This is an optimization exercise on Yosys and OpenROAD, whose aim is small area and a short achievable clock period, not a production implementation.
The RTL was checked by simulation tests, not by an equivalence proof against the original design.
Power is estimated from default activity; no workload was simulated.

==> flow/design.v <==
module ifu_dec3 (
  input  logic [2:0] a,
  input  logic       en,
  output logic [7:0] y
);
  always_comb
    for (int i = 0; i < 8; i++) y[i] = en && (a == i);
endmodule
module ifu_thr3 (
  input  logic [2:0] a,
  output logic [6:0] y
);
  always_comb
    for (int i = 1; i < 8; i++) y[i-1] = (a >= i);
endmodule
module ifu_sel4 (
  input  logic [3:0] s,
  input  logic [3:0] a,
  output logic       y
);
  assign y = |(s & a);
endmodule
module ifu_selgrp (
  input  logic       jmp,
  input  logic       pcsrc,
  input  logic       start,
  input  logic       nrun,
  input  logic [7:0] jh, bh, sh, jl, bl, sl,
  output logic [7:0] hsel, lsel
);
  logic cj, cb, cs;
  assign cj = jmp;
  assign cb = !jmp && pcsrc;
  assign cs = !jmp && !pcsrc;
  ifu_sel4 u_hs0 (.s({cj, cb, cs, start}), .a({jh[0], bh[0], sh[0], nrun}), .y(hsel[0]));
  ifu_sel4 u_ls0 (.s({cj, cb, cs, 1'b1}), .a({jl[0], bl[0], sl[0], nrun}), .y(lsel[0]));
  for (genvar i = 1; i < 8; i++) begin : g_sel
    ifu_sel4 u_hs (.s({cj, cb, cs, 1'b0}), .a({jh[i], bh[i], sh[i], 1'b0}), .y(hsel[i]));
    ifu_sel4 u_ls (.s({cj, cb, cs, 1'b0}), .a({jl[i], bl[i], sl[i], 1'b0}), .y(lsel[i]));
  end
endmodule
module ifu_grp8 (
  input  logic [7:0] m,
  input  logic [7:0] s,
  output logic       y
);
  assign y = |(m & s);
endmodule
module ifu_rdout (
  input  logic [7:0] g,
  input  logic [7:0] h,
  output logic       y
);
  assign y = |(g & h);
endmodule
module instr_fetch_unit #(
  parameter int Instruction_Width = 32,
  parameter int Mem_Depth         = 64,
  parameter int Addr_Width        = $clog2(Mem_Depth)
) (
  input  logic                         CLK,
  input  logic                         RST,
  input  logic                         Start,
  input  logic                         Load_En,
  input  logic [Addr_Width-1:0]        Load_Addr,
  input  logic [Instruction_Width-1:0] Load_Data,
  input  logic                         JMP,
  input  logic                         PCSrc,
  output logic [Instruction_Width-1:0] Instruction,
  output logic [Instruction_Width-1:0] PC,
  output logic [Instruction_Width-1:0] PC_Plus4,
  output logic                         Running,
  output logic                         Halted,
  output logic [Instruction_Width-1:0] Instr_Count
);
  localparam int W = Instruction_Width;
  logic [W-1:0] mem [Mem_Depth];
  logic run_q, rr_q, rp_q, halt_q, idle_q;
  logic [W-1:2] pc, pcp4;
  logic [W-1:0] cnt;
  logic [W-1:0] ir;
  logic [16:0] bs, bs4;
  logic [6:0]  p7, p7i;
  assign p7  = pcp4[8:2];
  assign p7i = p7 + 7'd1;
  assign bs  = {10'd0, p7} + {ir[15], ir[15:0]};
  assign bs4 = {9'd0, p7i} + {ir[15], ir[15:0]};
  logic [W-1:2] jt, bt, jt4, bt4, pc8;
  assign jt  = {pcp4[W-1:W-4], ir[25:0]};
  assign jt4 = {pcp4[W-1:W-4], ir[25:0]} + 30'd1;
  assign bt  = {{(W-19){bs[16]}}, bs};
  assign bt4 = {{(W-19){bs4[16]}}, bs4};
  assign pc8 = {{(W-9){1'b0}}, p7i};
  logic j_halt, b_in, c6, s_oor, halt_cond;
  assign j_halt = (|ir[25:6]) || (ir[5:0] == pc[7:2]);
  assign b_in   = ((&ir[15:6]) || !(|ir[15:6])) && (p7[6] ? ir[6] : !(ir[6] ^ c6));
  assign s_oor  = p7[6];
  assign halt_cond = JMP ? j_halt : (PCSrc ? !b_in : s_oor);
  logic [7:0] jh, jl, sh, sl, bh0, bh1, bl;
  logic [6:0] thr, thh;
  logic       bc, bc7, bc8;
  ifu_dec3 u_djh (.a(ir[5:3]),   .en(rr_q), .y(jh));
  ifu_dec3 u_djl (.a(ir[2:0]),   .en(rr_q), .y(jl));
  ifu_dec3 u_dsh (.a(pcp4[7:5]), .en(rr_q), .y(sh));
  ifu_dec3 u_dsl (.a(pcp4[4:2]), .en(rr_q), .y(sl));
  ifu_thr3 u_tlo (.a(ir[2:0]),   .y(thr));
  ifu_thr3 u_thi (.a(ir[5:3]),   .y(thh));
  for (genvar i = 0; i < 8; i++) begin : g_rot
    logic [7:0] rl, rh;
    for (genvar j = 0; j < 8; j++) begin : g_j
      assign rl[j] = jl[(i - j) & 7];
      assign rh[j] = jh[(i - j) & 7];
    end
    ifu_grp8 u_bl (.m(sl), .s(rl), .y(bl[i]));
    ifu_grp8 u_bh (.m(sh), .s(rh), .y(bh0[i]));
    assign bh1[i] = bh0[(i + 7) & 7];
  end
  ifu_grp8 u_bc  (.m(sl), .s({thr[0], thr[1], thr[2], thr[3], thr[4], thr[5], thr[6], 1'b0}), .y(bc));
  ifu_grp8 u_bc8 (.m(sh), .s({thh[0], thh[1], thh[2], thh[3], thh[4], thh[5], thh[6], 1'b0}), .y(bc8));
  ifu_grp8 u_bc7 (.m(sh), .s({1'b1, thh[0], thh[1], thh[2], thh[3], thh[4], thh[5], thh[6]}), .y(bc7));
  assign c6 = bc8 | (bc & bc7);
  logic bypass;
  assign bypass = idle_q && Load_En && (Load_Addr == '0);
  logic [7:0] bh;
  logic [7:0] hsel_s [4];
  logic [7:0] lsel_s [4];
  assign bh = bc ? bh1 : bh0;
  for (genvar q = 0; q < 4; q++) begin : g_slice
    ifu_selgrp u_sel (
      .jmp(JMP), .pcsrc(PCSrc), .start(Start), .nrun(!rr_q),
      .jh(jh), .bh(bh), .sh(sh), .jl(jl), .bl(bl), .sl(sl),
      .hsel(hsel_s[q]), .lsel(lsel_s[q])
    );
  end
  logic [W-1:0] ir_d, m0;
  assign m0 = bypass ? Load_Data : mem[0];
  for (genvar k = 0; k < W; k++) begin : g_rd
    logic [7:0] grp;
    for (genvar h = 0; h < 8; h++) begin : g_grp
      logic w0;
      if (h == 0) begin : g_w0
        assign w0 = m0[k];
      end else begin : g_wn
        assign w0 = mem[8*h][k];
      end
      ifu_grp8 u_grp (
        .m({mem[8*h+7][k], mem[8*h+6][k], mem[8*h+5][k], mem[8*h+4][k],
            mem[8*h+3][k], mem[8*h+2][k], mem[8*h+1][k], w0}),
        .s(lsel_s[k/8]),
        .y(grp[h])
      );
    end
    ifu_rdout u_out (.g(grp), .h(hsel_s[k/8]), .y(ir_d[k]));
  end
  always_ff @(posedge CLK) begin
    if (RST) begin
      run_q  <= 1'b0;
      rr_q   <= 1'b0;
      rp_q   <= 1'b0;
      halt_q <= 1'b0;
      idle_q <= 1'b1;
      pc     <= '0;
      pcp4   <= 30'd1;
      cnt    <= '0;
    end else begin
      run_q  <= run_q ? !halt_cond : Start;
      rr_q   <= rr_q ? !halt_cond : Start;
      rp_q   <= rp_q ? !halt_cond : Start;
      halt_q <= rp_q ? halt_cond : (halt_q && !Start);
      idle_q <= idle_q && !Start;
      if (rp_q) begin
        if (cnt != '1) cnt <= cnt + 32'd1;
        pc   <= JMP ? jt  : PCSrc ? bt  : pcp4;
        pcp4 <= JMP ? jt4 : PCSrc ? bt4 : pc8;
      end else if (Start) begin
        cnt  <= '0;
        pc   <= '0;
        pcp4 <= 30'd1;
      end
    end
  end
  always_ff @(posedge CLK) ir <= ir_d;
  logic       wen;
  logic [7:0] wh, wl;
  assign wen = !RST && Load_En && idle_q;
  always_comb
    for (int i = 0; i < 8; i++) begin
      wh[i] = (Load_Addr[5:3] == i);
      wl[i] = (Load_Addr[2:0] == i) && wen;
    end
  always_ff @(posedge CLK) begin
    for (int w = 0; w < Mem_Depth; w++)
      if (wh[w/8] && wl[w%8]) mem[w] <= Load_Data;
  end
  assign Instruction = ir & {W{run_q}};
  assign PC          = {pc, 2'b00};
  assign PC_Plus4    = {pcp4, 2'b00};
  assign Running     = run_q;
  assign Halted      = halt_q;
  assign Instr_Count = cnt;
endmodule
make LEC_CHECK=0 CAP_MARGIN=20 CORE_MARGIN=2 CORE_UTILIZATION=60 CTS_CLUSTER_DIAMETER=60 CTS_CLUSTER_SIZE=20 SETUP_SLACK_MARGIN=3.8 SLEW_MARGIN=20 SYNTH_HIERARCHICAL=1 TNS_END_PERCENT=0 finish   # period 6.5 ns
run.sh (not shown) runs the stock make flow with config.mk's settings and CLKGATE_MAP_FILE= SYNTH_SCRIPT=/design/flow/synth_recipe.tcl, a recipe that flattens the netlist after the stock synthesis.
==> next run, changes <==
PLACE_DENSITY_LB_ADDON = 0.2   (was not set)
After rerunning: The changed run finished with timing, DRC and antenna clean. Clock-buffer cell count shrinks by 15. Wire length shrinks by 4.6%. Via count shrinks by 0.34%. Total power shrinks by 0.51%. Utilization shrinks by 0.73 points. Synthesized area does not change.

## what the ideal ports hide
In the flow no input, the clock included, has a driving cell. The finished layouts below were timed again as built, in two steps.
Step 1, drivers: a clkbuf_16 drives CLK and a buf_2 each remaining input, both assumed.
Step 2 times the ports against the registers' clock, not the clock port: input delays grow and output delays shrink by t, the midpoint of the rising clock arrivals with the driver on.
Three values: no drivers, after step 1, after step 2; two values: the first two.
| run | shift t [ns] | setup slack, ns | hold slack, ns | worst setup path after step 2 | worst slew at a driven data input, ns |
|---|---|---|---|---|---|
| the first run | 0.873 | 3.243 / 3.216 / 2.398 | 0.465 / 0.465 / 0.465 | input to register | 0.11 |
| the second run | 0.899 | 3.250 / 3.250 / 2.432 | 0.455 / 0.455 / 0.455 | input to register | 0.05 |
After both steps setup and hold are still met in every run listed. For the first run, which loses most, drivers alone change the setup slack by -0.027 ns; drivers and shift together by -0.845 ns.
